Background: an optimization exercise with open tools, aiming at small area. Do not read the settings as production practice.
RTL that was checked went through simulation tests only; none was proved equivalent to the original.
The RTL of runs 2 and 3 was laid out without a check of its function.
Power is estimated from default activity; no workload was simulated.

--- flow/config.mk ---
export PLATFORM = sky130hd
export DESIGN_NAME = pifo_top
export DESIGN_NICKNAME = pifo_top
export VERILOG_FILES = /design/flow/design.v
export SDC_FILE = /design/flow/constraint.sdc
export NUM_CORES = 4
export LEC_CHECK = 0
export ABC_AREA = 1
export CAP_MARGIN = 20
export CORE_MARGIN = 2
export CORE_UTILIZATION = 40
export SLEW_MARGIN = 20
--- flow/constraint.sdc ---
create_clock -name core_clock -period 12.0 [get_ports {i_clk}]
set_input_delay 2.4000 -clock core_clock [delete_from_list [all_inputs] [get_ports {i_clk}]]
set_output_delay 2.4000 -clock core_clock [all_outputs]
set_load 0.01 [all_outputs]
--- flow/design.v ---
package pifo_geom_pkg;
    localparam int NUM_RINGS = 28;
    localparam int RING_LEN  = 3;
    localparam int NUM_SLOTS = NUM_RINGS * RING_LEN;    
    localparam int CAPACITY  = 84;
    localparam int OCC_W     = 7;
endpackage
package pifo_node_pkg;
    localparam int PRIO_W  = 12;
    localparam int TAG_W   = 4;                  
    localparam int ENTRY_W = TAG_W + PRIO_W;     
    localparam int HALF_W  = 8;
    localparam int WIN_W   = 6;
    localparam logic [ENTRY_W-1:0] EMPTY_ENTRY = 16'h0FFF;
endpackage
`timescale 1ns/10ps
import pifo_geom_pkg::*;
import pifo_node_pkg::*;
module pifo_top
(
    input  logic               i_clk,
    input  logic               i_arst_n,
    input  logic               i_push,
    input  logic [ENTRY_W-1:0] i_push_data,
    input  logic               i_pop,
    output logic               o_pop_valid,
    output logic [ENTRY_W-1:0] o_pop_data
);
    localparam int NS = NUM_SLOTS;
    logic [2*HALF_W-1:0] slot_q [NS];    
    logic [NS-1:0]       valid_q;
    logic [NS-1:0]       cand_q;         
    logic [ENTRY_W-1:0]  pend_q;         
    logic                pend_v_q;
    logic                pend_c_q;       
    logic                pcmp_q;         
    logic [PRIO_W-1:0]   min_prio_q;
    logic [OCC_W-1:0]    occ_q;
    logic                phase_q;
    logic                pop_q;          
    logic                empty_q;        
    logic                wait_q;         
    logic                run2_q;         
    logic push_acc;
    logic pop_cmd;
    assign push_acc = i_push && !i_pop && (occ_q != OCC_W'(CAPACITY));
    assign pop_cmd  = i_pop && !i_push;
    always_ff @(posedge i_clk or negedge i_arst_n) begin
        if (!i_arst_n) begin
            occ_q       <= '0;
            pop_q       <= 1'b0;
            o_pop_valid <= 1'b0;
            pcmp_q      <= 1'b0;
            phase_q     <= 1'b0;
            wait_q      <= 1'b0;
            run2_q      <= 1'b0;
        end else begin
            if (push_acc) begin
                occ_q <= occ_q + 1'b1;
            end else if (pop_cmd && occ_q != '0) begin
                occ_q <= occ_q - 1'b1;
            end
            pop_q       <= pop_cmd;
            o_pop_valid <= pop_q;
            pcmp_q      <= push_acc;
            phase_q     <= !phase_q;
            wait_q      <= pop_q && phase_q;
            run2_q      <= search_start;
        end
    end
    always_ff @(posedge i_clk) begin
        empty_q <= (occ_q == '0);
        if (push_acc) begin
            pend_q <= i_push_data;
        end
    end
    logic [NUM_RINGS-1:0] ring_ins;
    logic                 ins_any;
    logic                 new_min;
    logic [2*HALF_W-1:0]  pend_word;
    always_comb begin
        logic taken;
        taken = 1'b0;
        for (int r = 0; r < NUM_RINGS; r++) begin
            ring_ins[r] = pend_v_q && !valid_q[r*RING_LEN + RING_LEN-1] && !taken;
            taken       = taken || !valid_q[r*RING_LEN + RING_LEN-1];
        end
        ins_any = pend_v_q && taken;
    end
    assign new_min = pcmp_q && (pend_q[PRIO_W-1:0] < min_prio_q);
    assign pend_word = phase_q ?
        {pend_q[11:6], pend_q[15:14], pend_q[5:0], pend_q[13:12]} :
        {pend_q[5:0], pend_q[13:12], pend_q[11:6], pend_q[15:14]};
    always_ff @(posedge i_clk or negedge i_arst_n) begin
        if (!i_arst_n) begin
            pend_v_q <= 1'b0;
        end else begin
            pend_v_q <= push_acc || (pend_v_q && !ins_any);
        end
    end
    always_ff @(posedge i_clk) begin
        if (pcmp_q) begin
            pend_c_q <= new_min;
        end
    end
    logic              search_start;
    logic [NS-1:0]     c_stage [WIN_W+1];
    logic [WIN_W-1:0]  z;
    logic [NS-1:0]     s_res;
    logic [NS-1:0]     s_one;
    assign search_start = !phase_q && (pop_q || wait_q);
    always_comb begin
        for (int s = 0; s < NS; s++) begin
            c_stage[WIN_W][s] = search_start ? (valid_q[s] && !cand_q[s]) : cand_q[s];
        end
        for (int j = WIN_W-1; j >= 0; j--) begin
            logic [NS-1:0] t;
            for (int s = 0; s < NS; s++) begin
                t[s] = c_stage[j+1][s] && !slot_q[s][2*HALF_W-WIN_W+j];
            end
            z[j]       = |t;
            c_stage[j] = z[j] ? t : c_stage[j+1];
        end
        s_res = c_stage[0];
    end
    localparam int GRP = 12;
    localparam int NG  = NS / GRP;
    logic [NG-1:0] g_any;
    always_comb begin
        logic seen;
        for (int g = 0; g < NG; g++) begin
            g_any[g] = |s_res[g*GRP +: GRP];
        end
        seen = 1'b0;
        for (int g = 0; g < NG; g++) begin
            logic in_seen;
            in_seen = seen;
            for (int i = 0; i < GRP; i++) begin
                s_one[g*GRP+i] = s_res[g*GRP+i] && !in_seen;
                in_seen        = in_seen || s_res[g*GRP+i];
            end
            seen = seen || g_any[g];
        end
    end
    always_ff @(posedge i_clk or negedge i_arst_n) begin
        if (!i_arst_n) begin
            min_prio_q <= '1;
        end else begin
            if (search_start) begin
                min_prio_q[11:6] <= ~z;
            end else if (run2_q) begin
                min_prio_q[5:0] <= ~z;
            end else if (new_min) begin
                min_prio_q <= pend_q[PRIO_W-1:0];
            end
        end
    end
    always_ff @(posedge i_clk or negedge i_arst_n) begin
        if (!i_arst_n) begin
            valid_q <= '0;
        end else begin
            for (int r = 0; r < NUM_RINGS; r++) begin
                for (int k = 0; k < RING_LEN; k++) begin
                    int s, src;
                    s   = r*RING_LEN + k;
                    src = (k == 0) ? r*RING_LEN + RING_LEN-1 : s - 1;
                    if (k == 0 && ring_ins[r]) begin
                        valid_q[s] <= 1'b1;
                    end else begin
                        valid_q[s] <= valid_q[src] && !(pop_q && cand_q[src]);
                    end
                end
            end
        end
    end
    always_ff @(posedge i_clk) begin
        for (int r = 0; r < NUM_RINGS; r++) begin
            for (int k = 0; k < RING_LEN; k++) begin
                int s, src;
                s   = r*RING_LEN + k;
                src = (k == 0) ? r*RING_LEN + RING_LEN-1 : s - 1;
                if (k == 0 && ring_ins[r]) begin
                    slot_q[s] <= pend_word;
                    cand_q[s] <= pcmp_q ? new_min : pend_c_q;
                end else begin
                    slot_q[s] <= {slot_q[src][HALF_W-1:0], slot_q[src][2*HALF_W-1:HALF_W]};
                    if (run2_q) begin
                        cand_q[s] <= s_one[src];
                    end else if (search_start) begin
                        cand_q[s] <= s_res[src];
                    end else begin
                        cand_q[s] <= cand_q[src] && !new_min;
                    end
                end
            end
        end
    end
    logic [1:0] tag_up;
    logic [1:0] tag_lo;
    always_comb begin
        tag_up = '0;
        tag_lo = '0;
        for (int s = 0; s < NS; s++) begin
            tag_up = tag_up | ({2{cand_q[s]}} & slot_q[s][HALF_W+1:HALF_W]);
            tag_lo = tag_lo | ({2{cand_q[s]}} & slot_q[s][1:0]);
        end
    end
    always_ff @(posedge i_clk) begin
        if (pop_q) begin
            if (empty_q) begin
                o_pop_data <= EMPTY_ENTRY;
            end else begin
                o_pop_data <= {(phase_q ? {tag_lo, tag_up} : {tag_up, tag_lo}), min_prio_q};
            end
        end
    end
endmodule
--- flow/run.sh ---
#!/bin/bash
# synth_recipe.tcl (not shown) runs the flow's synth.tcl, then flattens the netlist and writes it again
# the make line also repeats each setting of config.mk as NAME=value (left out here)
make -C /OpenROAD-flow-scripts/flow DESIGN_CONFIG=/design/flow/config.mk WORK_HOME=/design/flow/orfs CLKGATE_MAP_FILE= SYNTH_SCRIPT=/design/flow/synth_recipe.tcl finish
==> flow_summary_export.csv, run 1 <==
group,metric,value,unit
setup_path,crit_path_start,"pop_q",
floorplanning,core_area,139200,um2
clock_tree,cts_num_sinks,1572,
sta,setup_viol,0,
global_route,antenna_found_initial,3,
power,finalPower,17.59,mW
synth,synth_top_area_cell,"dfxtp_1",
sta,skew,46.22,ps
synth,ys.flop_type,"dfxtp_1",
detailed_routing,wl_per_cell,22.84,um
final_layout,fin_util,0.4908,
setup_path,slowest_delay,420,ps
clock_tree,clock_latency,820,ps
global_route,grt_pass1_wl,311000,um
final_layout,drive_gt1_frac,0.1354,
final_layout,instances_no_fill,9589,
setup_path,start_kind,"flop",
floorplanning,die_w,377.8,um
placed_design,dp.cells,9290,
clock_tree,cts_root_buf,"clkbuf_16",
final_layout,syn_to_final_growth,22.22,%
sta,worst_slack,308.8,ps
sta,tns,0,ps
min_path,min_from,"slot_q[2][180]",
detailed_routing,viasPerCell,5.132,
final_layout,fin_nets,7614,
clock_tree,clk_path_buf_depth,3,
setup_path,rrSetupSlack,310,ps
synth,synth_edf_count,32,
global_route,overflow,0,
floorplanning,ios,37,
setup_path,crit_end,"cand_q[51]",
synth,synth_top_area_frac,0.5122,
global_route,grt_pass1_vias,45805,
placed_design,placed_cell_area,62630,um2
setup_path,critPathKind,"reg -> reg",
detailed_routing,first_pass_iters,8,
clock_tree,ctsHoldBuffers,0,
sta,hold_ws,294.9,ps
clock_tree,clkTransAtPathRegs,70,ps
setup_path,cp-end-kind,"flop",
sta,timing_worst_slew_pin_value,1098,ps
clock_tree,numCtsBuffers,157,
sta,max_freq,85.53,MHz
synth,ys_ff_latch,1572,
placed_design,place_hpwl,170900,um
synth,async_flop_share,0.06997,
setup_path,cp_common_cell,"nand2_1",
sta,finalCritPeriodShare,0.9743,
detailed_routing,ant_nets,0,
synth,synth.yosys.seq_area_share,0.5789,
synth,synth_area,55900,um2
synth,syn_nets,7046,
synth,synth_warnings,2,
floorplanning,fp-row-count,137,
placed_design,pre_cts_slack,-220.4,ps
sta,period_needed,11690,ps
synth,synth_area_leaders,"dfxtp_1, nand2_1, inv_1",
synth,ys_types,59,
detailed_routing,via_count,49207,
outcome,status,"complete, no violations",
detailed_routing,post-route-drc-count,0,
setup_path,crit_slowest_cell,"dfrtp_2",
job,maxCapViolations,0,
detailed_routing,drtIter0Drc,5028,
floorplanning,die_h,377.8,um
power,pwr_density_cell,257.4,nW/um2
floorplanning,start_util,0.4016,
sta,finalMaxSlewViolations,0,
detailed_routing,wl,219000,um
synth,syn_inst,7009,
min_path,hp-class,"reg -> reg",
setup_path,timing.rr.start,"pop_q",
sta,relSlewSlack,0.2675,
final_layout,fillers,13592,
setup_path,crit_arrival,12340,ps
synth,yosysMostFrequentCell,"nand2_1",
power,power_leakage,31.95,nW
synth,avgSynthCellArea,7.975,um2
setup_path,crit_required,12650,ps
final_layout,insertedDiodeCount,0,
clock_tree,cts_max_level,4,
final_layout,stdcell_area,68320,um2
setup_path,timing.rr.end,"cand_q[51]",
synth,synth_common_cells,"nand2_1, dfxtp_1, inv_1, o21ai_0, nand3_1",
global_route,grt_max_degree,76,
sta,hold_viol,0,
setup_path,critPathMaxFanout,44,
power,peakVddDrop,244.9,uV
global_route,track_usage,0.3030,
setup_path,worstRegToRegCells,82,
floorplanning,dieArea,142700,um2
placed_design,place_congestion,1.055,
clock_tree,cts_tree,"done",
placed_design,io_buffers,36,
==> flip-flops by register name, indices dropped and copies added, names as in the netlist, 7 cells and up <==
signal,flops
cand_q,84
pend_q,16
slot_q,1344
valid_q,84
occ_q,7
min_prio_q,12
o_pop_data,16
==> per-layer routing <==
layer,up-vias,part of all wire,routed length (um),GRT usage
li1,23231,-,-,-
met1,23158,0.44,96940,0.4265
met2,2386,0.42,92420,0.4529
met3,432,0.084,18500,0.04876
met4,0,0.051,11130,0.1427
met5,-,0,0,0
==> final cells by class <==
| type | count | area, um2 | share of cell area |
|---|---|---|---|
| clock buffers | 209 | 4418 | 0.06467 |
| clock inverters | 86 | 1025 | 0.01500 |
| multi-input cells | 4314 | 19420 | 0.2843 |
| flip-flops and latches | 1572 | 32360 | 0.4737 |
| inverters | 850 | 3206 | 0.04692 |
| repair buffers | 682 | 5539 | 0.08108 |
| well taps | 1876 | 2347 | 0.03436 |
==> worst min-delay path by stage <==
stage,cells after the start,slack [ps],end
final,0,290,slot_q[2][204]
after global routing,0,300,slot_q[2][204]
after CTS,0,290,slot_q[2][124]
after detailed placement,0,310,slot_q[0][430]
after global placement,0,310,slot_q[1][430]
after floorplan,0,310,slot_q[0][122]
==> report_power, final <==
part / leakage [nW] / total (mW) / internal (mW) / switching (mW)
registers: 13.4 / 6.07 / 5.78 / 0.291
clock network: 2.68 / 5.13 / 2.94 / 2.19
logic: 15.9 / 6.39 / 2.27 / 4.12
total: 31.9 / 17.6 / 11.0 / 6.60
==> placed cells by master (no fill, tap or decap), types with 18 or more instances in the layout <==
cell and count:
a21oi_1 136, a21boi_1 21, clkbuf_8 23, edfxtp_1 32, a22o_1 28, o21ai_1 86
dfrtp_1 96, dfxtp_1 1430, clkdlybuf4s50_1 35, buf_12 21, o221ai_1 18, clkinv_2 37
nor2_1 316, nand2_1 2391, buf_4 614, nor3_1 19, nand3_1 439, nand4_1 72
clkbuf_1 26, o22ai_1 26, inv_1 821, o21ai_0 533, clkbuf_16 160
==> worst max-delay path, delay by kind of cell (launching register included) <==
kind	cells	cell delay, ps
buffers and inverters	19	2930
flip-flops	1	420
AND/OR/NAND/NOR	59	7120
AO/OA/AOI/OAI	4	920
==> cell families (layout without fill, tap and decap cells) <==
logic type               Yosys count  after routing  share of synthesized area
AO/OA/AOI/OAI                    970            970                    0.09686
adder cells (fa/ha/maj)           17             17                   0.003940
flip-flops                      1572           1572                     0.5789
XOR/XNOR                           5              5                  0.0007834
multiplexers                       4              4                  0.0007387
AND/OR/NAND/NOR                 3318           3318                     0.2397
buffers and inverters           1123           1827                    0.07913
==> timing repair <==
action,CTS,global route
pin swaps,0,4
buffers inserted,0,3
endpoints found under the setup margin,43,63
gates resized for setup,6,58
==> run 2, diff against run 1 <==
--- a/flow/design.v
+++ b/flow/design.v
@@ -12,6 +12,42 @@
     localparam int HALF_W  = 8;
     localparam int WIN_W   = 6;
+    localparam logic [2*HALF_W-1:0] INV_MASK = 16'hFCFC;
     localparam logic [ENTRY_W-1:0] EMPTY_ENTRY = 16'h0FFF;
 endpackage
+`timescale 1ns/10ps
+module pifo_min_select
+(
+    input  logic i_cand,
+    input  logic i_b1_n,
+    input  logic i_b0_n,
+    input  logic i_z1_n,
+    input  logic i_z0_n,
+    output logic o_t0x_n,
+    output logic o_t00_n,
+    output logic o_tx0_n,
+    output logic o_cand
+);
+    logic drop0_n;       
+    logic drop1;         
+    pifo_g_nand2 u_t0x (.a(i_cand), .b(i_b1_n), .y(o_t0x_n));
+    pifo_g_nand3 u_t00 (.a(i_cand), .b(i_b1_n), .c(i_b0_n), .y(o_t00_n));
+    pifo_g_nand2 u_tx0 (.a(i_cand), .b(i_b0_n), .y(o_tx0_n));
+    pifo_g_o21ai u_k0 (.a1(i_b0_n), .a2(i_z0_n), .b1(i_cand), .y(drop0_n));
+    pifo_g_nor2  u_d1 (.a(i_b1_n), .b(i_z1_n), .y(drop1));
+    pifo_g_nor2  u_k1 (.a(drop0_n), .b(drop1), .y(o_cand));
+endmodule
+`timescale 1ns/10ps
+module pifo_g_nand2 (input logic a, b, output logic y);
+    assign y = ~(a & b);
+endmodule
+module pifo_g_nand3 (input logic a, b, c, output logic y);
+    assign y = ~(a & b & c);
+endmodule
+module pifo_g_nor2 (input logic a, b, output logic y);
+    assign y = ~(a | b);
+endmodule
+module pifo_g_o21ai (input logic a1, a2, b1, output logic y);
+    assign y = ~((a1 | a2) & b1);
+endmodule
 `timescale 1ns/10ps
 import pifo_geom_pkg::*;
@@ -65,6 +101,6 @@
             pcmp_q      <= push_acc;
             phase_q     <= !phase_q;
-            wait_q      <= pop_q && phase_q;
-            run2_q      <= search_start;
+            wait_q      <= pop_q && phase_q && !multi;
+            run2_q      <= search_start && !multi_pop;
         end
     end
@@ -89,7 +125,7 @@
     end
     assign new_min = pcmp_q && (pend_q[PRIO_W-1:0] < min_prio_q);
-    assign pend_word = phase_q ?
+    assign pend_word = INV_MASK ^ (phase_q ?
         {pend_q[11:6], pend_q[15:14], pend_q[5:0], pend_q[13:12]} :
-        {pend_q[5:0], pend_q[13:12], pend_q[11:6], pend_q[15:14]};
+        {pend_q[5:0], pend_q[13:12], pend_q[11:6], pend_q[15:14]});
     always_ff @(posedge i_clk or negedge i_arst_n) begin
         if (!i_arst_n) begin
@@ -105,31 +141,47 @@
     end
     logic              search_start;
-    logic [NS-1:0]     c_stage [WIN_W+1];
+    logic              searching;
     logic [WIN_W-1:0]  z;
     logic [NS-1:0]     s_res;
-    logic [NS-1:0]     s_one;
     assign search_start = !phase_q && (pop_q || wait_q);
+    assign searching    = search_start || run2_q;
+    logic [NS-1:0] c_step [4];
+    logic [NS-1:0] t0x [3];
+    logic [NS-1:0] t00 [3];
+    logic [NS-1:0] tx0 [3];
     always_comb begin
         for (int s = 0; s < NS; s++) begin
-            c_stage[WIN_W][s] = search_start ? (valid_q[s] && !cand_q[s]) : cand_q[s];
-        end
-        for (int j = WIN_W-1; j >= 0; j--) begin
-            logic [NS-1:0] t;
-            for (int s = 0; s < NS; s++) begin
-                t[s] = c_stage[j+1][s] && !slot_q[s][2*HALF_W-WIN_W+j];
-            end
-            z[j]       = |t;
-            c_stage[j] = z[j] ? t : c_stage[j+1];
-        end
-        s_res = c_stage[0];
-    end
+            c_step[3][s] = search_start ? (valid_q[s] && !cand_q[s]) : cand_q[s];
+        end
+    end
+    for (genvar p = 0; p < 3; p++) begin : g_step
+        logic z1, z0;
+        assign z1 = searching && !(&t0x[p]);
+        assign z0 = searching && (z1 ? !(&t00[p]) : !(&tx0[p]));
+        for (genvar s = 0; s < NS; s++) begin : g_slot
+            pifo_min_select u_bits (
+                .i_cand  (c_step[p+1][s]),
+                .i_b1_n  (slot_q[s][2*HALF_W-WIN_W+2*p+1]),
+                .i_b0_n  (slot_q[s][2*HALF_W-WIN_W+2*p]),
+                .i_z1_n  (!z1),
+                .i_z0_n  (!z0),
+                .o_t0x_n (t0x[p][s]),
+                .o_t00_n (t00[p][s]),
+                .o_tx0_n (tx0[p][s]),
+                .o_cand  (c_step[p][s])
+            );
+        end
+        assign z[2*p+1] = z1;
+        assign z[2*p]   = z0;
+    end
+    assign s_res = c_step[0];
     localparam int GRP = 12;
     localparam int NG  = NS / GRP;
-    logic [NG-1:0] g_any;
+    logic [NS-1:0] seen_before;
+    logic [NS-1:0] first;
+    logic          multi;
+    logic          multi_pop;
     always_comb begin
         logic seen;
-        for (int g = 0; g < NG; g++) begin
-            g_any[g] = |s_res[g*GRP +: GRP];
-        end
         seen = 1'b0;
         for (int g = 0; g < NG; g++) begin
@@ -137,15 +189,18 @@
             in_seen = seen;
             for (int i = 0; i < GRP; i++) begin
-                s_one[g*GRP+i] = s_res[g*GRP+i] && !in_seen;
-                in_seen        = in_seen || s_res[g*GRP+i];
-            end
-            seen = seen || g_any[g];
-        end
-    end
+                seen_before[g*GRP+i] = in_seen;
+                in_seen              = in_seen || cand_q[g*GRP+i];
+            end
+            seen = seen || (|cand_q[g*GRP +: GRP]);
+        end
+        first = cand_q & ~seen_before;
+        multi = |(cand_q & seen_before);
+    end
+    assign multi_pop = pop_q && multi;
     always_ff @(posedge i_clk or negedge i_arst_n) begin
         if (!i_arst_n) begin
             min_prio_q <= '1;
         end else begin
-            if (search_start) begin
+            if (search_start && !multi_pop) begin
                 min_prio_q[11:6] <= ~z;
             end else if (run2_q) begin
@@ -168,5 +223,5 @@
                         valid_q[s] <= 1'b1;
                     end else begin
-                        valid_q[s] <= valid_q[src] && !(pop_q && cand_q[src]);
+                        valid_q[s] <= valid_q[src] && !(pop_q && first[src]);
                     end
                 end
@@ -185,11 +240,5 @@
                 end else begin
                     slot_q[s] <= {slot_q[src][HALF_W-1:0], slot_q[src][2*HALF_W-1:HALF_W]};
-                    if (run2_q) begin
-                        cand_q[s] <= s_one[src];
-                    end else if (search_start) begin
-                        cand_q[s] <= s_res[src];
-                    end else begin
-                        cand_q[s] <= cand_q[src] && !new_min;
-                    end
+                    cand_q[s] <= multi_pop ? (cand_q[src] && seen_before[src]) : (s_res[src] && !new_min);
                 end
             end
@@ -202,6 +251,6 @@
         tag_lo = '0;
         for (int s = 0; s < NS; s++) begin
-            tag_up = tag_up | ({2{cand_q[s]}} & slot_q[s][HALF_W+1:HALF_W]);
-            tag_lo = tag_lo | ({2{cand_q[s]}} & slot_q[s][1:0]);
+            tag_up = tag_up | ({2{first[s]}} & slot_q[s][HALF_W+1:HALF_W]);
+            tag_lo = tag_lo | ({2{first[s]}} & slot_q[s][1:0]);
         end
     end
--- a/flow/config.mk
+++ b/flow/config.mk
@@ -11,2 +11,4 @@
 export CORE_UTILIZATION = 40
 export SLEW_MARGIN = 20
+export SYNTH_HIERARCHICAL = 1
+export SYNTH_MINIMUM_KEEP_SIZE = 0
==> flow_summary_export.csv, run 2 <==
group,metric,value,unit
detailed_routing,via_count,45569,
synth,synth_area_leaders,"dfxtp_1, nand2_1, nor2_1",
synth,synth.yosys.seq_area_share,0.5894,
job,maxCapViolations,0,
final_layout,stdcell_area,62810,um2
min_path,hp-class,"reg -> reg",
clock_tree,cts_tree,"done",
setup_path,cp_common_cell,"nor2_1",
placed_design,place_hpwl,135300,um
clock_tree,clkTransAtPathRegs,60,ps
setup_path,critPathTopFamily,"simple AND/OR/NAND/NOR gates",
synth,synth_warnings,264,
final_layout,syn_to_final_growth,14.41,%
detailed_routing,drtIter0Drc,4917,
clock_tree,numCtsBuffers,156,
sta,max_freq,88.85,MHz
synth,syn_inst,6561,
sta,rsz0062_at_grt,"false",
floorplanning,start_util,0.4042,
final_layout,layout_common_cells,"nand2_1, dfxtp_1, nor2_1, o21ai_0, nand3_1",
clock_tree,cts_root_buf,"clkbuf_16",
setup_path,critPathMaxFanout,85,
global_route,overflow,0,
detailed_routing,viasPerCell,5.334,
synth,synth_top_area_cell,"dfxtp_1",
setup_path,path_buf_inv,5,
final_layout,largest_reg_flops,1344,
synth,ys_ff_latch,1572,
clock_tree,clk_path_buf_depth,3,
floorplanning,dieArea,140200,um2
setup_path,crit_slowest_cell,"nor4_4",
placed_design,placed_cell_area,57490,um2
sta,period_needed,11250,ps
sta,relSlewSlack,0.1816,
final_layout,max_flop_register,"slot_q",
detailed_routing,post-route-drc-count,0,
setup_path,crit_arrival,11980,ps
global_route,grt_max_degree,86,
floorplanning,core_area,135800,um2
sta,hold_viol,0,
setup_path,crit_required,12730,ps
outcome,status,"complete, no violations",
synth,synth_common_cells,"nand2_1, dfxtp_1, nor2_1, o21ai_0, nand3_1",
global_route,grt_pass1_wl,273200,um
power,pwr_density_cell,217.7,nW/um2
synth,synth_area,54900,um2
setup_path,rrSetupSlack,750,ps
global_route,track_usage,0.2576,
placed_design,place_congestion,0.9765,
synth,ys_types,53,
floorplanning,ios,37,
setup_path,slowest_delay,590,ps
detailed_routing,first_pass_iters,8,
sta,timing_worst_slew_pin_value,1223,ps
detailed_routing,ant_nets,0,
final_layout,layout.cells.most_common,"nand2_1",
clock_tree,postCtsSetupBuffers,0,
global_route,grt_pass1_vias,42739,
global_route,antenna_found_initial,5,
synth,synth_edf_count,32,
clock_tree,cts_max_level,4,
synth,avgSynthCellArea,8.367,um2
clock_tree,cts_num_sinks,1572,
sta,tns,0,ps
detailed_routing,wl,184000,um
sta,finalMaxSlewViolations,0,
final_layout,fin_util,0.4625,
floorplanning,die_w,374.5,um
clock_tree,clock_latency,800,ps
sta,finalCritPeriodShare,0.9379,
setup_path,critPathKind,"reg -> reg",
sta,setup_viol,0,
final_layout,drive_gt1_frac,0.06968,
synth,ys.flop_type,"dfxtp_1",
synth,yosysMostFrequentCell,"nand2_1",
power,peakVddDrop,169.6,uV
setup_path,start_kind,"flop",
power,power_leakage,26.08,nW
sta,skew,40.51,ps
clock_tree,ctsHoldBuffers,0,
final_layout,fillers,13236,
floorplanning,die_h,374.5,um
detailed_routing,wl_per_cell,21.54,um
setup_path,cp-end-kind,"flop",
final_layout,fin_nets,6672,
floorplanning,fp-row-count,135,
synth,syn_nets,6598,
synth,async_flop_share,0.06997,
placed_design,io_buffers,36,
synth,synth_top_area_frac,0.5215,
final_layout,top_regs,"slot_q x1344, cand_q x84, valid_q x84",
run 2: cell families (layout without fill, tap and decap cells):
kind of cell,count (synthesis),in the layout,share of synthesized area
simple gates,3400,3400,0.2686
flops,1572,1572,0.5894
compound gates,1017,1017,0.09739
buf+inv,549,747,0.03964
fa+ha+maj,17,17,0.004011
xor+xnor,5,5,0.0007977
mux,1,1,0.0002051
other cells,0,3,0
run 2: cell type report:
cell class	instances	area [um2]	share of cell area
antenna	3	7.507	0.0001195
clock buffer	242	4738	0.07544
clock inverter	40	471.7	0.007510
inverter	358	1349	0.02148
multi-input combinational	4440	20630	0.3285
sequential	1572	32360	0.5152
tap	1781	2228	0.03548
timing repair buffer	107	1021	0.01626
run 2: power breakdown:
| group | total [mW] | switching, mW | internal [mW] |
|---|---|---|---|
| Clock | 4.96 | 2.07 | 2.89 |
| Sequential | 6.08 | 0.374 | 5.70 |
| Combinational | 2.63 | 1.91 | 0.722 |
run 2: stage by stage:
stage,instances,power [mW],hold slack [ps],setup slack [ps]
after detailed placement,8255,8.751,312.1,642.4
final,8543,13.67,314.6,745.2
after global placement,8251,8.737,309.6,-3.232
after CTS,8537,13.68,313.0,582.3
after global routing,8540,14.22,325.9,118.4
after floorplan,6561,7.649,309.6,1911
run 2: modules after synthesis (local to each module, per instance), excerpt:
module	flip-flops and latches	times used	cells inside	cell area, um2
pifo_top	1572	1	5049	48590
pifo_g_nand3	0	252	1	5.005
pifo_g_o21ai	0	252	1	5.005
pifo_g_nand2	0	504	1	3.754
pifo_g_nor2	0	504	1	3.754
run 2: worst register-to-register path: cells and delay by family, from the launching register on:
kind                   cells  cell delay (ps)
buffers and inverters      5             1820
AO/OA/AOI/OAI              8             1870
flip-flops                 1              460
AND/OR/NAND/NOR           34             7050
run 2: path summary, 6_finish.rpt:
kind	end	start	cells past startpoint
hold / removal	slot_q[65][14]	slot_q[64][6]	0
hold reg to reg	slot_q[65][14]	slot_q[64][6]	0
max in group asynchronous	pop_q	i_arst_n	2
setup / recovery	cand_q[15]	pop_q	47
min in group asynchronous	o_pop_valid	i_arst_n	1
setup reg to reg	cand_q[15]	pop_q	47
run 2: timing repair:
action	4_1_cts	5_1_grt
hold endpoints to repair	0	0
gates resized for setup	0	3
setup endpoints to repair	0	54
run 2: per-layer routing:
| layer | global-route usage | share of wire | vias up |
|---|---|---|---|
| li1 | - | - | 21891 |
| met1 | 0.3515 | 0.44 | 21691 |
| met2 | 0.4038 | 0.44 | 1654 |
| met3 | 0.03999 | 0.068 | 333 |
| met4 | 0.1121 | 0.044 | 0 |
| met5 | 0 | 0 | - |
==> run 3, diff against run 2 <==
--- a/flow/design.v
+++ b/flow/design.v
@@ -72,4 +72,6 @@
     logic                pcmp_q;         
     logic [PRIO_W-1:0]   min_prio_q;
+    logic [WIN_W-1:0]    z_hi_q;         
+    logic [TAG_W-1:0]    pop_tag_q;
     logic [OCC_W-1:0]    occ_q;
     logic                phase_q;
@@ -146,12 +148,11 @@
     assign search_start = !phase_q && (pop_q || wait_q);
     assign searching    = search_start || run2_q;
-    logic [NS-1:0] c_step [4];
+    logic [3:0][NS-1:0] c_step;
     logic [NS-1:0] t0x [3];
     logic [NS-1:0] t00 [3];
     logic [NS-1:0] tx0 [3];
-    always_comb begin
-        for (int s = 0; s < NS; s++) begin
-            c_step[3][s] = search_start ? (valid_q[s] && !cand_q[s]) : cand_q[s];
-        end
+    assign c_step[3] = search_start ? (valid_q & ~cand_q) : cand_q;
+    always_ff @(posedge i_clk) begin
+        z_hi_q <= z;
     end
     for (genvar p = 0; p < 3; p++) begin : g_step
@@ -197,13 +198,11 @@
         multi = |(cand_q & seen_before);
     end
-    assign multi_pop = pop_q && multi;
+    assign multi_pop = pop_q && multi && !empty_q;     
     always_ff @(posedge i_clk or negedge i_arst_n) begin
         if (!i_arst_n) begin
             min_prio_q <= '1;
         end else begin
-            if (search_start && !multi_pop) begin
-                min_prio_q[11:6] <= ~z;
-            end else if (run2_q) begin
-                min_prio_q[5:0] <= ~z;
+            if (run2_q) begin
+                min_prio_q <= {~z_hi_q, ~z};
             end else if (new_min) begin
                 min_prio_q <= pend_q[PRIO_W-1:0];
@@ -257,10 +256,8 @@
     always_ff @(posedge i_clk) begin
         if (pop_q) begin
-            if (empty_q) begin
-                o_pop_data <= EMPTY_ENTRY;
-            end else begin
-                o_pop_data <= {(phase_q ? {tag_lo, tag_up} : {tag_up, tag_lo}), min_prio_q};
-            end
-        end
-    end
-endmodule
+            pop_tag_q <= empty_q ? EMPTY_ENTRY[ENTRY_W-1:PRIO_W] :
+                         (phase_q ? {tag_lo, tag_up} : {tag_up, tag_lo});
+        end
+    end
+    assign o_pop_data = {pop_tag_q, min_prio_q};
+endmodule
--- a/flow/config.mk
+++ b/flow/config.mk
@@ -10,4 +10,6 @@
 export CORE_MARGIN = 2
 export CORE_UTILIZATION = 40
+export CTS_CLUSTER_DIAMETER = 100
+export CTS_CLUSTER_SIZE = 24
 export SLEW_MARGIN = 20
 export SYNTH_HIERARCHICAL = 1
==> flow_summary_export.csv, run 3 <==
group,metric,value,unit
setup_path,slowest_delay,720,ps
sta,finalCritPeriodShare,0.9547,
floorplanning,fp-row-count,134,
synth,syn_nets,6472,
synth,synth_edf_count,20,
detailed_routing,ant_nets,0,
synth,avgSynthCellArea,8.403,um2
synth,syn_inst,6435,
global_route,grt_pass1_vias,41033,
final_layout,fin_nets,6469,
clock_tree,cts_tree,"done",
sta,relSlewSlack,0.2423,
setup_path,start_kind,"flop",
final_layout,max_flop_register,"slot_q",
setup_path,crit_slowest_cell,"dfrtp_4",
final_layout,top_regs,"slot_q x1344, cand_q x84, valid_q x84",
sta,max_freq,87.29,MHz
synth,ys_types,59,
final_layout,syn_to_final_growth,9.117,%
min_path,hp-class,"reg -> reg",
sta,setup_viol,0,
min_path,min_from,"slot_q[0][451]",
sta,hold_ws,310.0,ps
synth,synth_top_area_frac,0.5316,
min_path,worstHoldPathCells,0,
final_layout,largest_reg_flops,1344,
detailed_routing,highest_layer,"met4",
placed_design,pre_cts_slack,-398.1,ps
synth,yosysMostFrequentCell,"nand2_1",
placed_design,place_congestion,0.9733,
detailed_routing,wl_per_cell,21.26,um
setup_path,critPathMaxFanout,91,
setup_path,crit_required,12650,ps
power,peakVddDrop,121.7,uV
synth,ys_ff_latch,1566,
synth,synth.yosys.seq_area_share,0.5939,
synth,synth_warnings,10,
clock_tree,clock_latency,720,ps
setup_path,crit_arrival,12110,ps
sta,finalMaxSlewViolations,0,
power,power_leakage,24.25,nW
placed_design,dp.cells,8121,
final_layout,layout_common_cells,"nand2_1, dfxtp_1, nor2_1, nand3_1, o21ai_0",
setup_path,timing.rr.end,"cand_q[24]",
final_layout,instances_no_fill,8235,
synth,synth_area_leaders,"dfxtp_1, nand2_1, nor2_1",
global_route,antenna_found_initial,3,
placed_design,io_buffers,36,
sta,rsz0062_at_grt,"false",
synth,synth_top_area_cell,"dfxtp_1",
floorplanning,die_w,371.7,um
sta,worst_slack,544.0,ps
detailed_routing,first_pass_iters,6,
setup_path,worstRegToRegCells,41,
final_layout,drive_gt1_frac,0.03913,
synth,synth_common_cells,"nand2_1, dfxtp_1, nor2_1, nand3_1, o21ai_0",
detailed_routing,wl_met1,78720,um
setup_path,cp_common_cell,"nand2_1",
clock_tree,ctsHoldBuffers,0,
job,maxCapViolations,0,
global_route,grt_pass1_wl,259700,um
min_path,holdPathEnd,"slot_q[0][475]",
final_layout,fillers,13241,
clock_tree,cts_root_buf,"clkbuf_16",
synth,ys.flop_type,"dfxtp_1",
floorplanning,ios,37,
detailed_routing,post-route-drc-count,0,
sta,hold_viol,0,
final_layout,multi_input_area,20160,um2
floorplanning,dieArea,138100,um2
clock_tree,cts_max_level,3,
clock_tree,cts_num_sinks,1566,
clock_tree,clk_path_buf_depth,3,
setup_path,rrSetupSlack,540,ps
sta,timing_worst_slew_pin_value,1126,ps
floorplanning,core_area,133800,um2
setup_path,timing.rr.start,"phase_q",
placed_design,place_hpwl,128400,um
clock_tree,numCtsBuffers,75,
detailed_routing,drtIter0Drc,4655,
final_layout,seq_area,32120,um2
floorplanning,die_h,371.7,um
detailed_routing,via_count,44165,
detailed_routing,wl,175100,um
global_route,track_usage,0.2488,
floorplanning,start_util,0.4042,
detailed_routing,viasPerCell,5.363,
final_layout,layout.cells.most_common,"nand2_1",
setup_path,crit_path_start,"phase_q",
global_route,overflow,0,
synth,synth_area,54070,um2
detailed_routing,route.met2.wl,79360,um
power,pwr_density_cell,197.4,nW/um2
sta,period_needed,11460,ps
detailed_routing,met3_length,11720,um
synth,async_flop_share,0.07024,
outcome,status,"complete, no violations",
setup_path,cp-end-kind,"flop",
sta,tns,0,ps
setup_path,critPathKind,"reg -> reg",
clock_tree,clkTransAtPathRegs,100,ps
sta,skew,44.47,ps
global_route,grt_max_degree,92,
==> run 3: changes by cell type in the layout (fill, tap and decap cells not counted), sizes merged, moves of 7 or more <==
cell    change
clkbuf    -138
nand2     -131
nand4      +40
o21ai      -24
nor2       -19
clkinv     -16
mux2i      +15
edfxtp     -12
o221ai     +12
and3        -7
nor4        +7
or3         -7
==> run 3: per-layer routing <==
layer,global-route usage,vias up
li1,-,21355
met1,0.3418,21023
met2,0.4047,1523
met3,0.03856,264
met4,0.07018,0
met5,0,-
==> run 3: kinds of logic after synthesis <==
group | Yosys count | share of synthesized area
simple gates | 3275 | 0.2620
flops | 1566 | 0.5939
compound gates | 1007 | 0.09663
buf+inv | 549 | 0.03961
fa+ha+maj | 17 | 0.004072
mux | 16 | 0.002985
xor+xnor | 5 | 0.0008098
==> run 3: timing repair <==
item                                   CTS  global route
buffers inserted                         0             1
gates cloned                             0             0
endpoints found under the hold margin    0             0
resized for setup                        5             4
setup endpoints to repair               86            85
==> run 3: power by group <==
part	internal (mW)	switching (mW)
clock	1.22	1.67
sequential	5.67	0.381
combinational	0.769	1.94
total	7.66	3.99
==> run 3: metrics by stage <==
step	utilization	power (mW)	cell area (um2)
after CTS	0.4404	11.65	58920
after global routing	0.4410	12.20	59000
final	0.4410	11.65	59000
after floorplan	-	7.695	54080
after detailed placement	0.4243	8.813	56760
after global placement	0.4241	8.786	56740
==> run 3: how the worst max path moves through the flow <==
| stage | depth (start not counted) | to |
|---|---|---|
| after CTS | 40 | cand_q[30] |
| after detailed placement | 41 | cand_q[30] |
| after global routing | 43 | cand_q[24] |
| final | 41 | cand_q[24] |
| after global placement | 41 | cand_q[27] |
| after floorplan | 42 | cand_q[0] |
==> run 3: Yosys stat by module, one instance, submodules excluded, a selection <==
module	times used	cell area, um2
pifo_g_nand3	252	5.005
pifo_g_nor2	504	3.754
pifo_top	1	47770
pifo_g_o21ai	252	5.005
pifo_g_nand2	504	3.754
==> run 3: cell type report <==
cell class	count	share of cell area
Timing Repair Buffer	107	0.01692
Inverter	362	0.02326
Clock inverter	7	0.001781
Sequential cell	1566	0.5444
Multi-Input combinational cell	4320	0.3417
Tap cell	1768	0.03749
Antenna cell	1	0.00004241
Clock buffer	104	0.03437
==> run 3: worst max-delay path: cells and delay by family (launching register included) <==
kind | cells | cell delay (ps)
and+or+nand+nor | 27 | 6420
DFF | 1 | 720
AOI/OAI and AO/OA | 6 | 1460
buffers and inverters | 8 | 2510
==> run 4, diff against run 3 <==
--- a/flow/design.v
+++ b/flow/design.v
@@ -244,14 +244,22 @@
         end
     end
+    localparam int TB = 4;                   
+    localparam logic [4*TB-1:0] TAG_POS = {4'd9, 4'd8, 4'd1, 4'd0};
+    logic [TB-1:0] tag_rd;
+    for (genvar b = 0; b < TB; b++) begin : g_tag
+        logic [NS-1:0]        sel_n;
+        logic [NUM_RINGS-1:0] ring_hit;
+        for (genvar s = 0; s < NS; s++) begin : g_s
+            pifo_g_nand2 u_sel (.a(first[s]), .b(slot_q[s][TAG_POS[4*b +: 4]]), .y(sel_n[s]));
+        end
+        for (genvar r = 0; r < NUM_RINGS; r++) begin : g_r
+            pifo_g_nand3 u_ring (.a(sel_n[3*r]), .b(sel_n[3*r+1]), .c(sel_n[3*r+2]), .y(ring_hit[r]));
+        end
+        assign tag_rd[b] = |ring_hit;
+    end
     logic [1:0] tag_up;
     logic [1:0] tag_lo;
-    always_comb begin
-        tag_up = '0;
-        tag_lo = '0;
-        for (int s = 0; s < NS; s++) begin
-            tag_up = tag_up | ({2{first[s]}} & slot_q[s][HALF_W+1:HALF_W]);
-            tag_lo = tag_lo | ({2{first[s]}} & slot_q[s][1:0]);
-        end
-    end
+    assign tag_up = tag_rd[3:2];
+    assign tag_lo = tag_rd[1:0];
     always_ff @(posedge i_clk) begin
         if (pop_q) begin
--- a/flow/config.mk
+++ b/flow/config.mk
@@ -9,5 +9,5 @@
 export CAP_MARGIN = 20
 export CORE_MARGIN = 2
-export CORE_UTILIZATION = 40
+export CORE_UTILIZATION = 60
 export CTS_CLUSTER_DIAMETER = 100
 export CTS_CLUSTER_SIZE = 24
==> flow_summary_export.csv, run 4 <==
group,metric,value,unit
placed_design,io_buffers,36,
synth,synth_area,53700,um2
final_layout,layout_common_cells,"nand2_1, dfxtp_1, nor2_1, nand3_1, o21ai_0",
setup_path,crit_path_start,"phase_q",
global_route,grt_use_met3,0.07389,
detailed_routing,ant_nets,0,
synth,ys_types,51,
setup_path,cp_common_cell,"nand2_1",
placed_design,dp.cells,7502,
min_path,min_from,"slot_q[2][245]",
synth,synth.yosys.seq_area_share,0.5980,
synth,yosysMostFrequentCell,"nand2_1",
sta,finalCritPeriodShare,0.9407,
sta,timing_worst_slew_pin_value,1041,ps
detailed_routing,wl_per_cell,21.65,um
floorplanning,die_w,303.2,um
final_layout,instances_no_fill,7622,
global_route,busiest_layer,"met2",
clock_tree,cts_max_level,3,
synth,synth_common_cells,"nand2_1, dfxtp_1, nor2_1, nand3_1, o21ai_0",
final_layout,insertedDiodeCount,0,
min_path,worstHoldPathCells,0,
detailed_routing,drtIter0Drc,5093,
synth,synth_compound_area_frac,0.09033,
global_route,track_usage,0.3542,
global_route,antenna_found_initial,11,
setup_path,crit_required,12630,ps
synth,synth_top_area_frac,0.5353,
floorplanning,start_util,0.6067,
sta,hold_ws,309.7,ps
detailed_routing,post-route-drc-count,0,
floorplanning,core_area,88510,um2
setup_path,start_kind,"flop",
final_layout,layout.cells.most_common,"nand2_1",
synth,ys_ff_latch,1566,
global_route,grt_max_degree,77,
synth,async_flop_share,0.07024,
global_route,grt_pass1_vias,39565,
setup_path,cp-end-kind,"flop",
synth,syn_inst,6421,
sta,skew,43.81,ps
synth,synth_top_family_by_area,"simple AND/OR/NAND/NOR gates",
synth,synth_area_leaders,"dfxtp_1, nand2_1, nand3_1",
final_layout,largest_reg_flops,1344,
sta,tns,0,ps
synth,synth-xor-area-share,0.0008155,
detailed_routing,wl,165000,um
power,p_comb_frac,0.221,
clock_tree,postCtsSetupBuffers,0,
setup_path,worstRegToRegCells,42,
power,p_int,7.592,mW
placed_design,placed_cell_area,55590,um2
sta,max_freq,88.58,MHz
clock_tree,numCtsBuffers,75,
final_layout,fillers,7625,
clock_tree,cts_root_buf,"clkbuf_16",
power,pwr-share-seq,0.526,
placed_design,pre_cts_slack,597.5,ps
power,finalPower,11.32,mW
setup_path,slowest_delay,740,ps
power,power_leakage,23.58,nW
setup_path,timing.rr.start,"phase_q",
detailed_routing,via_count,44432,
detailed_routing,first_pass_iters,7,
floorplanning,ios,37,
synth,syn_nets,6458,
final_layout,fin_nets,6454,
setup_path,critPathMaxFanout,55,
floorplanning,fp-row-count,109,
power,clkPwrFrac,0.254,
final_layout,max_flop_register,"slot_q",
final_layout,stdcell_area,57820,um2
setup_path,crit_slowest_cell,"nor4_1",
final_layout,drive_gt1_frac,0.03903,
setup_path,critPathKind,"reg -> reg",
final_layout,top_regs,"slot_q x1344, cand_q x84, valid_q x84",
synth,synth_warnings,10,
placed_design,place_congestion,0.9820,
clock_tree,clk_path_buf_depth,3,
global_route,use_met1,0.5131,
floorplanning,dieArea,91910,um2
sta,relSlewSlack,0.3041,
setup_path,crit_arrival,11920,ps
job,maxCapViolations,0,
synth,synth_edf_count,20,
synth,synth_top_area_cell,"dfxtp_1",
final_layout,syn_to_final_growth,7.672,%
sta,period_needed,11290,ps
synth,muxShareOfSynthArea,0.0009553,
global_route,grt_pass1_wl,245100,um
global_route,overflow,0,
sta,finalMaxSlewViolations,0,
outcome,status,"complete, no violations",
synth,avgSynthCellArea,8.363,um2
power,peakVddDrop,129.0,uV
synth,ys.flop_type,"dfxtp_1",
sta,rsz0062_at_grt,"false",
clock_tree,clock_latency,700,ps
power,p_sw_frac,0.3294,
clock_tree,cts_num_sinks,1566,
sta,worst_slack,711.4,ps
floorplanning,die_h,303.2,um
synth,synth-adder-area-share,0.004101,
clock_tree,cts_tree,"done",
detailed_routing,viasPerCell,5.829,
sta,setup_viol,0,
clock_tree,clkTransAtPathRegs,100,ps
min_path,hp-class,"reg -> reg",
sta,hold_viol,0,
power,p_switching,3.729,mW
power,pwr_density_cell,195.8,nW/um2
synth,yosys.area_share.simple,0.2739,
final_layout,fin_util,0.6533,
placed_design,place_hpwl,117800,um
global_route,grt_use_met2,0.5266,
==> run 4: changes by cell type after synthesis, moves of 8 or more <==
cell / delta
a21oi_1: -25
inv_1: -128
inv_2: +14
mux2i_1: -11
nand2_1: +235
nand3_1: +54
nand4_1: -77
nor2_1: -71
nor3_1: +31
nor4_1: +15
o21a_1: -8
o21ai_0: -23
==> run 4: worst paths after layout <==
check | end | slack (ps)
setup reg to reg | cand_q[69] | 710
setup / recovery | cand_q[69] | 710
max in group asynchronous | valid_q[29] | 8830
hold / removal | slot_q[2][269] | 310
min in group asynchronous | occ_q[6] | 1690
hold reg to reg | slot_q[2][269] | 310
==> run 4: final cells by class <==
cell class / count / area, um2 / area share
flip-flops and latches: 1566 / 32120 / 0.5555
multi-input cells: 4424 / 20210 / 0.3496
clock buffers: 115 / 2122 / 0.03670
well taps: 1165 / 1458 / 0.02521
repair buffers: 105 / 964.7 / 0.01668
inverters: 245 / 922.1 / 0.01595
clock inverters: 2 / 25.02 / 0.0004328
==> run 4: critical path: cells and delay by family (launching register included) <==
kind            cells  cell delay, ps
compound gates      8            2140
buf+inv             9            2880
simple gates       25            5520
flops               1             400
==> run 4: power by group through the flow <==
| stage | Combinational [mW] | Clock, mW | Sequential (mW) |
|---|---|---|---|
| floorplan | 1.57 | 0 | 5.97 |
| global placement | 2.40 | 0 | 6.05 |
| finish | 2.50 | 2.87 | 5.95 |
| CTS | 2.44 | 2.90 | 5.94 |
| detailed placement | 2.43 | 0 | 6.06 |
| global route | 2.75 | 3.08 | 6.00 |
==> run 4: cells by family after synthesis <==
family | after synthesis
fa+ha+maj | 17
compound gates | 941
simple gates | 3456
mux | 5
flops | 1566
buf+inv | 431
xor+xnor | 5
==> run 4: what timing repair did <==
action	4_1_cts	5_1_grt
gates resized for setup	0	1
hold buffers	0	0
setup endpoints to repair	0	39
==> run 4: metal layers <==
metal  vias to the layer above  share of wire
met5                         -        0.00048
met4                        12          0.038
met3                       326          0.097
met2                      2013           0.42
met1                     20792           0.44
li1                      21289              -
==> run 4: Yosys stat by module (local to each module, per instance), excerpt <==
| module | copies in the design | flops+latches | area [um2] | cells |
|---|---|---|---|---|
| pifo_g_nand2 | 840 | 0 | 3.754 | 1 |
| pifo_g_nand3 | 364 | 0 | 5.005 | 1 |
| pifo_g_o21ai | 252 | 0 | 5.005 | 1 |
| pifo_g_nor2 | 504 | 0 | 3.754 | 1 |
| pifo_top | 1 | 1566 | 45570 | 4461 |
==> run 5, diff against run 4 <==
--- a/flow/config.mk
+++ b/flow/config.mk
@@ -9,5 +9,5 @@
 export CAP_MARGIN = 20
 export CORE_MARGIN = 2
-export CORE_UTILIZATION = 60
+export CORE_UTILIZATION = 40
 export CTS_CLUSTER_DIAMETER = 100
 export CTS_CLUSTER_SIZE = 24
==> flow_summary_export.csv, run 5 <==
group,metric,value,unit
sta,period_needed,11580,ps
sta,max_freq,86.39,MHz
sta,hold_viol,0,
detailed_routing,first_pass_iters,6,
placed_design,place_hpwl,125800,um
global_route,grt_pass1_vias,40563,
synth,synth_area,53700,um2
setup_path,rrSetupSlack,420,ps
global_route,antenna_found_initial,12,
clock_tree,cts_resized,0,
final_layout,seq_area,32120,um2
clock_tree,cts_tree,"done",
synth,synth_area_leaders,"dfxtp_1, nand2_1, nand3_1",
min_path,worstHoldPathCells,0,
placed_design,io_buffers,36,
detailed_routing,via_count,44523,
synth,synth_top_family_by_area,"simple AND/OR/NAND/NOR gates",
final_layout,fin_util,0.4396,
power,clkPwrFrac,0.254,
synth,async_flop_share,0.07024,
global_route,track_usage,0.2485,
power,p_int,7.583,mW
synth,yosys.area_share.simple,0.2739,
global_route,use_met1,0.3629,
power,finalPower,11.51,mW
synth,muxShareOfSynthArea,0.0009553,
global_route,busiest_layer,"met2",
clock_tree,clkTransAtPathRegs,100,ps
detailed_routing,wl_per_cell,21.07,um
final_layout,layout_common_cells,"nand2_1, dfxtp_1, nor2_1, nand3_1, o21ai_0",
clock_tree,clk_path_buf_depth,3,
clock_tree,postCtsSetupBuffers,0,
floorplanning,die_h,370.4,um
final_layout,multi_input_area,20200,um2
sta,tns,0,ps
final_layout,top_regs,"slot_q x1344, cand_q x84, valid_q x84",
floorplanning,start_util,0.4029,
clock_tree,cts_max_level,3,
synth,synth-xor-area-share,0.0008155,
setup_path,timing.rr.start,"phase_q",
power,peakVddDrop,151.7,uV
placed_design,pre_cts_slack,763.1,ps
job,maxCapViolations,0,
synth,synth_edf_count,20,
sta,skew,44.73,ps
sta,timing_worst_slew_pin_value,1062,ps
setup_path,path_buf_inv,9,
synth,synth_top_area_cell,"dfxtp_1",
setup_path,start_kind,"flop",
clock_tree,ctsHoldBuffers,0,
clock_tree,cts_root_buf,"clkbuf_16",
synth,synth_warnings,10,
power,p_comb_frac,0.224,
synth,syn_inst,6421,
final_layout,syn_to_final_growth,9.105,%
final_layout,layout.cells.most_common,"nand2_1",
setup_path,timing.rr.end,"cand_q[48]",
final_layout,fin_nets,6452,
power,pwr_density_cell,196.5,nW/um2
final_layout,max_flop_register,"slot_q",
clock_tree,numCtsBuffers,76,
setup_path,cp-end-kind,"flop",
global_route,grt_use_met2,0.3686,
min_path,holdPathEnd,"slot_q[1][302]",
floorplanning,dieArea,137200,um2
detailed_routing,drtIter0Drc,5085,
detailed_routing,wl,173400,um
synth,synth-adder-area-share,0.004101,
clock_tree,cts_num_sinks,1566,
setup_path,crit_required,12600,ps
synth,ys_ff_latch,1566,
global_route,grt_pass1_wl,257400,um
floorplanning,core_area,133300,um2
global_route,grt_max_degree,82,
setup_path,slowest_delay,820,ps
placed_design,place_congestion,0.9775,
sta,setup_viol,0,
sta,finalCritPeriodShare,0.9646,
min_path,min_from,"slot_q[1][278]",
synth,synth_compound_area_frac,0.09033,
detailed_routing,ant_nets,0,
synth,synth_common_cells,"nand2_1, dfxtp_1, nor2_1, nand3_1, o21ai_0",
floorplanning,fp-row-count,134,
sta,hold_ws,304.9,ps
synth,ys.flop_type,"dfxtp_1",
power,power_leakage,23.58,nW
clock_tree,clock_latency,730,ps
global_route,grt_use_met3,0.03894,
global_route,overflow,0,
synth,syn_nets,6458,
setup_path,worstRegToRegCells,43,
sta,rsz0062_at_grt,"false",
setup_path,critPathMaxFanout,66,
power,p_sw_frac,0.3413,
synth,synth.yosys.seq_area_share,0.5980,
setup_path,crit_slowest_cell,"nor4_2",
final_layout,largest_reg_flops,1344,
setup_path,critPathTopFamily,"simple AND/OR/NAND/NOR gates",
synth,synth_top_area_frac,0.5353,
sta,finalMaxSlewViolations,0,
final_layout,drive_gt1_frac,0.03995,
power,pwr-share-seq,0.522,
min_path,hp-class,"reg -> reg",
detailed_routing,viasPerCell,5.412,
detailed_routing,post-route-drc-count,0,
synth,avgSynthCellArea,8.363,um2
floorplanning,die_w,370.4,um
floorplanning,ios,37,
synth,ys_types,51,
setup_path,critPathKind,"reg -> reg",
outcome,status,"complete, no violations",
setup_path,crit_arrival,12170,ps
synth,yosysMostFrequentCell,"nand2_1",
power,p_switching,3.929,mW
sta,worst_slack,424.5,ps
sta,relSlewSlack,0.2914,
final_layout,fillers,13187,
## run 5: cell counts after synthesis
No cell type changed its count.
## run 5: cell type report
| cell class | instances | area share |
|---|---|---|
| clock buffers | 111 | 0.03579 |
| inverters | 245 | 0.01578 |
| flip-flops and latches | 1566 | 0.5482 |
| well taps | 1768 | 0.03776 |
| multi-input cells | 4424 | 0.3448 |
| clock inverters | 10 | 0.001751 |
| diodes | 1 | 0.00004271 |
| repair buffers | 102 | 0.01587 |
## run 5: power groups by stage
stage / logic (mW) / registers [mW] / clock network [mW]
after floorplan: 1.57 / 5.97 / 0
after global placement: 2.49 / 6.12 / 0
after detailed placement: 2.51 / 6.11 / 0
after CTS: 2.52 / 6.00 / 2.99
after global routing: 2.82 / 6.06 / 3.16
final: 2.58 / 6.01 / 2.92
## run 5: modules after synthesis (local to each module, per instance), a selection
module | area (um2) | flops+latches
pifo_g_nand3 | 5.005 | 0
pifo_g_nor2 | 3.754 | 0
pifo_top | 45570 | 1566
pifo_g_o21ai | 5.005 | 0
pifo_g_nand2 | 3.754 | 0
## run 5: per-layer routing
metal | vias to the layer above | part of all wire | wire length [um]
li1 | 21304 | - | -
met1 | 21114 | 0.46 | 79600
met2 | 1817 | 0.42 | 72470
met3 | 284 | 0.086 | 14880
met4 | 4 | 0.037 | 6395
met5 | - | 0.00013 | 23
## run 5: cells by family after synthesis
group,Yosys count
buffers and inverters,431
AOI/OAI and AO/OA,941
xor gates and xnor gates,5
muxes,5
and+or+nand+nor,3456
adders and majority gates,17
DFF,1566
## run 5: worst max path at each step
stage                 start         end  depth (start not counted)
finish              phase_q  cand_q[48]                         43
floorplan             pop_q   cand_q[0]                         42
global route        phase_q  cand_q[48]                         43
CTS                 phase_q  cand_q[48]                         43
detailed placement  phase_q  cand_q[48]                         43
global placement    phase_q  cand_q[69]                         42
## run 5: metrics by stage
step,cells,cell area (um2)
2_1_floorplan,6421,53700
3_3_place_gp,8101,56270
3_5_place_dp,8102,56290
4_1_cts,8223,58490
5_1_grt,8226,58590
6_report,8227,58590
==> run 6, diff against run 5 <==
--- a/flow/config.mk
+++ b/flow/config.mk
@@ -11,5 +11,6 @@
 export CORE_UTILIZATION = 40
 export CTS_CLUSTER_DIAMETER = 100
-export CTS_CLUSTER_SIZE = 24
+export CTS_CLUSTER_SIZE = 28
+export GPL_TIMING_DRIVEN = 0
 export SLEW_MARGIN = 20
 export SYNTH_HIERARCHICAL = 1
==> flow_summary_export.csv, run 6 <==
group,metric,value,unit
detailed_routing,wl_per_cell,22.42,um
job,maxCapViolations,0,
sta,skew,42.50,ps
detailed_routing,post-route-drc-count,0,
detailed_routing,drtIter0Drc,5113,
global_route,grt_pass1_vias,41125,
setup_path,crit_required,12660,ps
global_route,overflow,0,
global_route,antenna_found_initial,9,
synth,syn_nets,6458,
synth,synth_top_area_cell,"dfxtp_1",
synth,async_flop_share,0.07024,
synth,ys_types,51,
outcome,status,"complete, no violations",
setup_path,critPathTopFamily,"simple AND/OR/NAND/NOR gates",
final_layout,largest_reg_flops,1344,
final_layout,layout_common_cells,"nand2_1, dfxtp_1, nor2_1, nand3_1, o21ai_0",
detailed_routing,via_count,45739,
final_layout,syn_to_final_growth,10.17,%
synth,synth_top_area_frac,0.5353,
floorplanning,core_area,133300,um2
detailed_routing,viasPerCell,5.473,
sta,hold_ws,319.2,ps
clock_tree,clk_path_buf_depth,3,
clock_tree,ctsHoldBuffers,0,
sta,finalMaxSlewViolations,0,
placed_design,place_hpwl,140800,um
floorplanning,ios,37,
synth,ys.flop_type,"dfxtp_1",
power,pwr_density_cell,193.9,nW/um2
min_path,hp-class,"reg -> reg",
synth,ys_ff_latch,1566,
clock_tree,numCtsBuffers,66,
power,peakVddDrop,126.9,uV
setup_path,critPathMaxFanout,50,
synth,synth_area_leaders,"dfxtp_1, nand2_1, nand3_1",
clock_tree,clkTransAtPathRegs,110,ps
floorplanning,die_h,370.4,um
final_layout,drive_gt1_frac,0.03628,
sta,max_freq,84.84,MHz
setup_path,slowest_delay,520,ps
setup_path,critPathKind,"reg -> reg",
clock_tree,cts_max_level,3,
sta,finalCritPeriodShare,0.9822,
detailed_routing,wl,187400,um
clock_tree,cts_root_buf,"clkbuf_16",
setup_path,crit_slowest_cell,"dfrtp_2",
final_layout,max_flop_register,"slot_q",
synth,synth_warnings,10,
synth,synth.yosys.seq_area_share,0.5980,
detailed_routing,first_pass_iters,5,
sta,timing_worst_slew_pin_value,1274,ps
clock_tree,cts_tree,"done",
synth,yosysMostFrequentCell,"nand2_1",
floorplanning,die_w,370.4,um
setup_path,path_buf_inv,13,
sta,relSlewSlack,0.1508,
clock_tree,cts_num_sinks,1566,
power,finalPower,11.47,mW
placed_design,place_congestion,0.9597,
detailed_routing,ant_nets,0,
final_layout,layout.cells.most_common,"nand2_1",
synth,syn_inst,6421,
final_layout,fin_nets,6592,
synth,synth_area,53700,um2
sta,setup_viol,0,
placed_design,io_buffers,36,
setup_path,crit_arrival,12440,ps
synth,synth_edf_count,20,
final_layout,top_regs,"slot_q x1344, cand_q x84, valid_q x84",
power,power_leakage,23.77,nW
sta,hold_viol,0,
floorplanning,fp-row-count,134,
floorplanning,start_util,0.4029,
clock_tree,clock_latency,720,ps
final_layout,fin_util,0.4438,
setup_path,start_kind,"flop",
global_route,grt_pass1_wl,271100,um
global_route,grt_max_degree,70,
global_route,track_usage,0.2666,
sta,period_needed,11790,ps
floorplanning,dieArea,137200,um2
sta,tns,0,ps
synth,synth_common_cells,"nand2_1, dfxtp_1, nor2_1, nand3_1, o21ai_0",
setup_path,cp-end-kind,"flop",
synth,avgSynthCellArea,8.363,um2
sta,rsz0062_at_grt,"false",
[run 6: cell counts after synthesis]
Identical to the previous run, type by type.
[run 6: what timing repair did]
item                                    4_1_cts  5_1_grt
resized for setup                            25       19
setup buffers                                 6        0
endpoints found under the setup margin       88       84
gates cloned                                  0        1
pin swaps                                     4        5
[run 6: logic make-up (layout without fill, tap and decap cells)]
logic type	count (synthesis)	after routing	synth area share
mux	5	5	0.0009553
compound gates	941	941	0.09033
buf+inv	431	597	0.03183
xor+xnor	5	5	0.0008154
other cells	0	1	0
fa+ha+maj	17	17	0.004101
flops	1566	1566	0.5980
simple gates	3456	3457	0.2739
[run 6: layer usage]
| layer | share of wire | track usage | up-vias |
|---|---|---|---|
| met1 | 0.45 | 0.3804 | 21913 |
| met3 | 0.083 | 0.04258 | 270 |
| met4 | 0.035 | 0.08638 | 2 |
| met2 | 0.44 | 0.4106 | 1970 |
| met5 | 0.000064 | 0 | - |
| li1 | - | - | 21584 |
[run 6: stage by stage]
stage          cells  worst slack, ps  cell area [um2]
2_1_floorplan   6421            89.57            53700
3_3_place_gp    8225           -13980            56270
3_5_place_dp    8249            -2630            57000
4_1_cts         8356            75.77            59100
5_1_grt         8356            27.33            59160
6_report        8357            213.3            59160
[run 6: final timing paths]
kind                                start              to  slack [ps]  cells after the start
max                               phase_q      cand_q[27]         210                     48
min                        slot_q[0][403]  slot_q[0][427]         320                      0
max reg2reg                       phase_q      cand_q[27]         210                     48
min reg2reg                slot_q[0][403]  slot_q[0][427]         320                      0
max in group asynchronous        i_arst_n     valid_q[74]        9640                      2
min in group asynchronous        i_arst_n     o_pop_valid        1550                      1
[run 6: final cells by class]
class,count,area (um2)
Tap cell,1768,2212
Timing Repair Buffer,66,883.3
Sequential cell,1566,32120
Fill cell,13204,74130
Clock inverter,5,42.54
Clock buffer,96,1892
Buffer,185,802.0
Inverter,245,962.2
Multi-Input combinational cell,4425,20250
Antenna cell,1,2.502
[run 6: Yosys stat by module, one instance, submodules excluded, excerpt]
module,cells inside,area (um2)
pifo_g_o21ai,1,5.005
pifo_top,4461,45570
pifo_g_nand2,1,3.754
pifo_g_nand3,1,5.005
pifo_g_nor2,1,3.754
[run 6: power breakdown]
part	switching, mW	leakage, nW	internal [mW]	total, mW
clock network	1.65	0.939	1.12	2.77
logic	1.97	9.57	0.757	2.73
registers	0.316	13.3	5.66	5.97
total	3.94	23.8	7.53	11.5
==> run 7, diff against run 6 <==
--- a/flow/config.mk
+++ b/flow/config.mk
@@ -12,5 +12,4 @@
 export CTS_CLUSTER_DIAMETER = 100
 export CTS_CLUSTER_SIZE = 28
-export GPL_TIMING_DRIVEN = 0
 export SLEW_MARGIN = 20
 export SYNTH_HIERARCHICAL = 1
==> flow_summary_export.csv, run 7 <==
group,metric,value,unit
placed_design,placed_cell_area,56290,um2
detailed_routing,wl,173100,um
sta,setup_viol,0,
global_route,grt_max_degree,82,
sta,finalMaxSlewViolations,0,
synth,synth_area_leaders,"dfxtp_1, nand2_1, nand3_1",
setup_path,crit_required,12600,ps
synth,syn_inst,6421,
clock_tree,clkTransAtPathRegs,110,ps
final_layout,largest_reg_flops,1344,
clock_tree,cts_tree,"done",
placed_design,place_congestion,0.9775,
setup_path,crit_arrival,12070,ps
final_layout,max_flop_register,"slot_q",
setup_path,path_buf_inv,9,
setup_path,crit_slowest_cell,"nor4_2",
synth,synth_common_cells,"nand2_1, dfxtp_1, nor2_1, nand3_1, o21ai_0",
min_path,worstHoldPathCells,0,
sta,tns,0,ps
min_path,holdPathEnd,"slot_q[2][124]",
final_layout,fin_nets,6440,
final_layout,drive_gt1_frac,0.03805,
setup_path,critPathTopFamily,"simple AND/OR/NAND/NOR gates",
synth,synth_warnings,10,
clock_tree,ctsHoldBuffers,0,
global_route,overflow,0,
setup_path,start_kind,"flop",
detailed_routing,viasPerCell,5.429,
floorplanning,die_w,370.4,um
sta,relSlewSlack,0.3022,
detailed_routing,wl_per_cell,21.09,um
setup_path,timing.rr.start,"phase_q",
sta,rsz0062_at_grt,"false",
floorplanning,ios,37,
final_layout,syn_to_final_growth,8.537,%
global_route,grt_use_met2,0.3691,
synth,ys_types,51,
synth,ys_ff_latch,1566,
final_layout,stdcell_area,58290,um2
detailed_routing,first_pass_iters,8,
clock_tree,cts_resized,0,
sta,max_freq,87.19,MHz
setup_path,cp-end-kind,"flop",
clock_tree,cts_num_sinks,1566,
power,finalPower,11.32,mW
global_route,busiest_layer,"met2",
detailed_routing,ant_nets,0,
clock_tree,cts_root_buf,"clkbuf_16",
job,maxCapViolations,0,
placed_design,dp.cells,8102,
min_path,min_from,"slot_q[2][100]",
final_layout,fin_util,0.4373,
power,peakVddDrop,153.5,uV
final_layout,instances_no_fill,8209,
final_layout,layout_common_cells,"nand2_1, dfxtp_1, nor2_1, nand3_1, o21ai_0",
floorplanning,fp-row-count,134,
clock_tree,clock_latency,720,ps
synth,syn_nets,6458,
setup_path,rrSetupSlack,530,ps
min_path,hp-class,"reg -> reg",
synth,synth.yosys.seq_area_share,0.5980,
placed_design,io_buffers,36,
synth,synth_top_area_frac,0.5353,
synth,async_flop_share,0.07024,
floorplanning,start_util,0.4029,
global_route,antenna_found_initial,9,
setup_path,critPathKind,"reg -> reg",
sta,hold_viol,0,
outcome,status,"complete, no violations",
final_layout,layout.cells.most_common,"nand2_1",
floorplanning,core_area,133300,um2
setup_path,slowest_delay,770,ps
placed_design,place_hpwl,125800,um
detailed_routing,via_count,44565,
detailed_routing,drtIter0Drc,4874,
clock_tree,clk_path_buf_depth,3,
synth,ys.flop_type,"dfxtp_1",
clock_tree,cts_max_level,3,
synth,yosysMostFrequentCell,"nand2_1",
synth,synth_area,53700,um2
global_route,grt_pass1_wl,257000,um
sta,period_needed,11470,ps
global_route,grt_pass1_vias,40362,
synth,synth_top_area_cell,"dfxtp_1",
global_route,track_usage,0.2482,
sta,finalCritPeriodShare,0.9558,
detailed_routing,post-route-drc-count,0,
sta,skew,52.54,ps
power,power_leakage,23.44,nW
floorplanning,die_h,370.4,um
clock_tree,numCtsBuffers,66,
setup_path,worstRegToRegCells,43,
sta,timing_worst_slew_pin_value,1037,ps
global_route,grt_use_met3,0.03624,
clock_tree,postCtsSetupBuffers,0,
setup_path,timing.rr.end,"cand_q[48]",
global_route,use_met1,0.3653,
power,pwr_density_cell,194.2,nW/um2
synth,avgSynthCellArea,8.363,um2
floorplanning,dieArea,137200,um2
setup_path,critPathMaxFanout,66,
final_layout,top_regs,"slot_q x1344, cand_q x84, valid_q x84",
synth,synth_edf_count,20,
[run 7: metal layers]
metal | vias to the layer above | wire length [um]
li1 | 21274 | -
met5 | - | 25
met2 | 1921 | 72950
met4 | 4 | 5803
met1 | 21140 | 78960
met3 | 226 | 15360
[run 7: cell type report]
| cell class | instances | area, um2 |
|---|---|---|
| Antenna cell | 2 | 5.005 |
| Inverter | 245 | 924.6 |
| Multi-Input combinational cell | 4424 | 20200 |
| Tap cell | 1768 | 2212 |
| Timing Repair Buffer | 100 | 887.1 |
| Sequential cell | 1566 | 32120 |
| Clock buffer | 99 | 1881 |
| Clock inverter | 5 | 51.30 |
| Fill cell | 13221 | 75000 |
[run 7: per-module statistics from Yosys, one instance, submodules excluded, a selection]
module / cell area [um2] / flops+latches
pifo_g_nand2: 3.754 / 0
pifo_g_nor2: 3.754 / 0
pifo_g_o21ai: 5.005 / 0
pifo_g_nand3: 5.005 / 0
pifo_top: 45570 / 1566
[run 7: how the worst max path moves through the flow]
| stage | startpoint | to | slack [ps] | cells after the start |
|---|---|---|---|---|
| floorplan | pop_q | cand_q[0] | 90 | 42 |
| global route | phase_q | cand_q[48] | 30 | 43 |
| global placement | phase_q | cand_q[69] | 460 | 42 |
| detailed placement | phase_q | cand_q[48] | 760 | 43 |
| finish | phase_q | cand_q[48] | 530 | 43 |
| CTS | phase_q | cand_q[48] | 740 | 43 |
[run 7: report_power, final]
part	internal (mW)	switching (mW)	leakage, nW
Clock	1.11	1.62	0.935
Combinational	0.686	1.88	9.24
Sequential	5.66	0.356	13.3
Total	7.45	3.86	23.4
[run 7: worst reg2reg max path, delay by kind of cell, from the launching register on]
kind                   cells  cell delay, ps
buffers and inverters      9            3200
AO/OA/AOI/OAI              7            1730
flip-flops                 1             680
AND/OR/NAND/NOR           27            5750
[run 7: kinds of logic after synthesis]
family	share of synthesized area
simple gates	0.2739
buf+inv	0.03183
flops	0.5980
fa+ha+maj	0.004101
xor+xnor	0.0008154
mux	0.0009553
compound gates	0.09033
[run 7: through the flow]
stage                     setup slack (ps)  hold WS (ps)
after floorplan                      89.57         309.6
after global routing                 33.93         317.8
after global placement               461.8         309.5
final                                530.4         314.0
after CTS                            737.6         314.3
after detailed placement             763.1         312.1

Check on run 7: ideal ports give 0.530 ns setup slack; a clkbuf_16 on the clock port and buf_2 on the inputs give 0.530 ns; moving port delays by the midpoint clock arrival (0.768 ns) as well gives 0.530 ns.
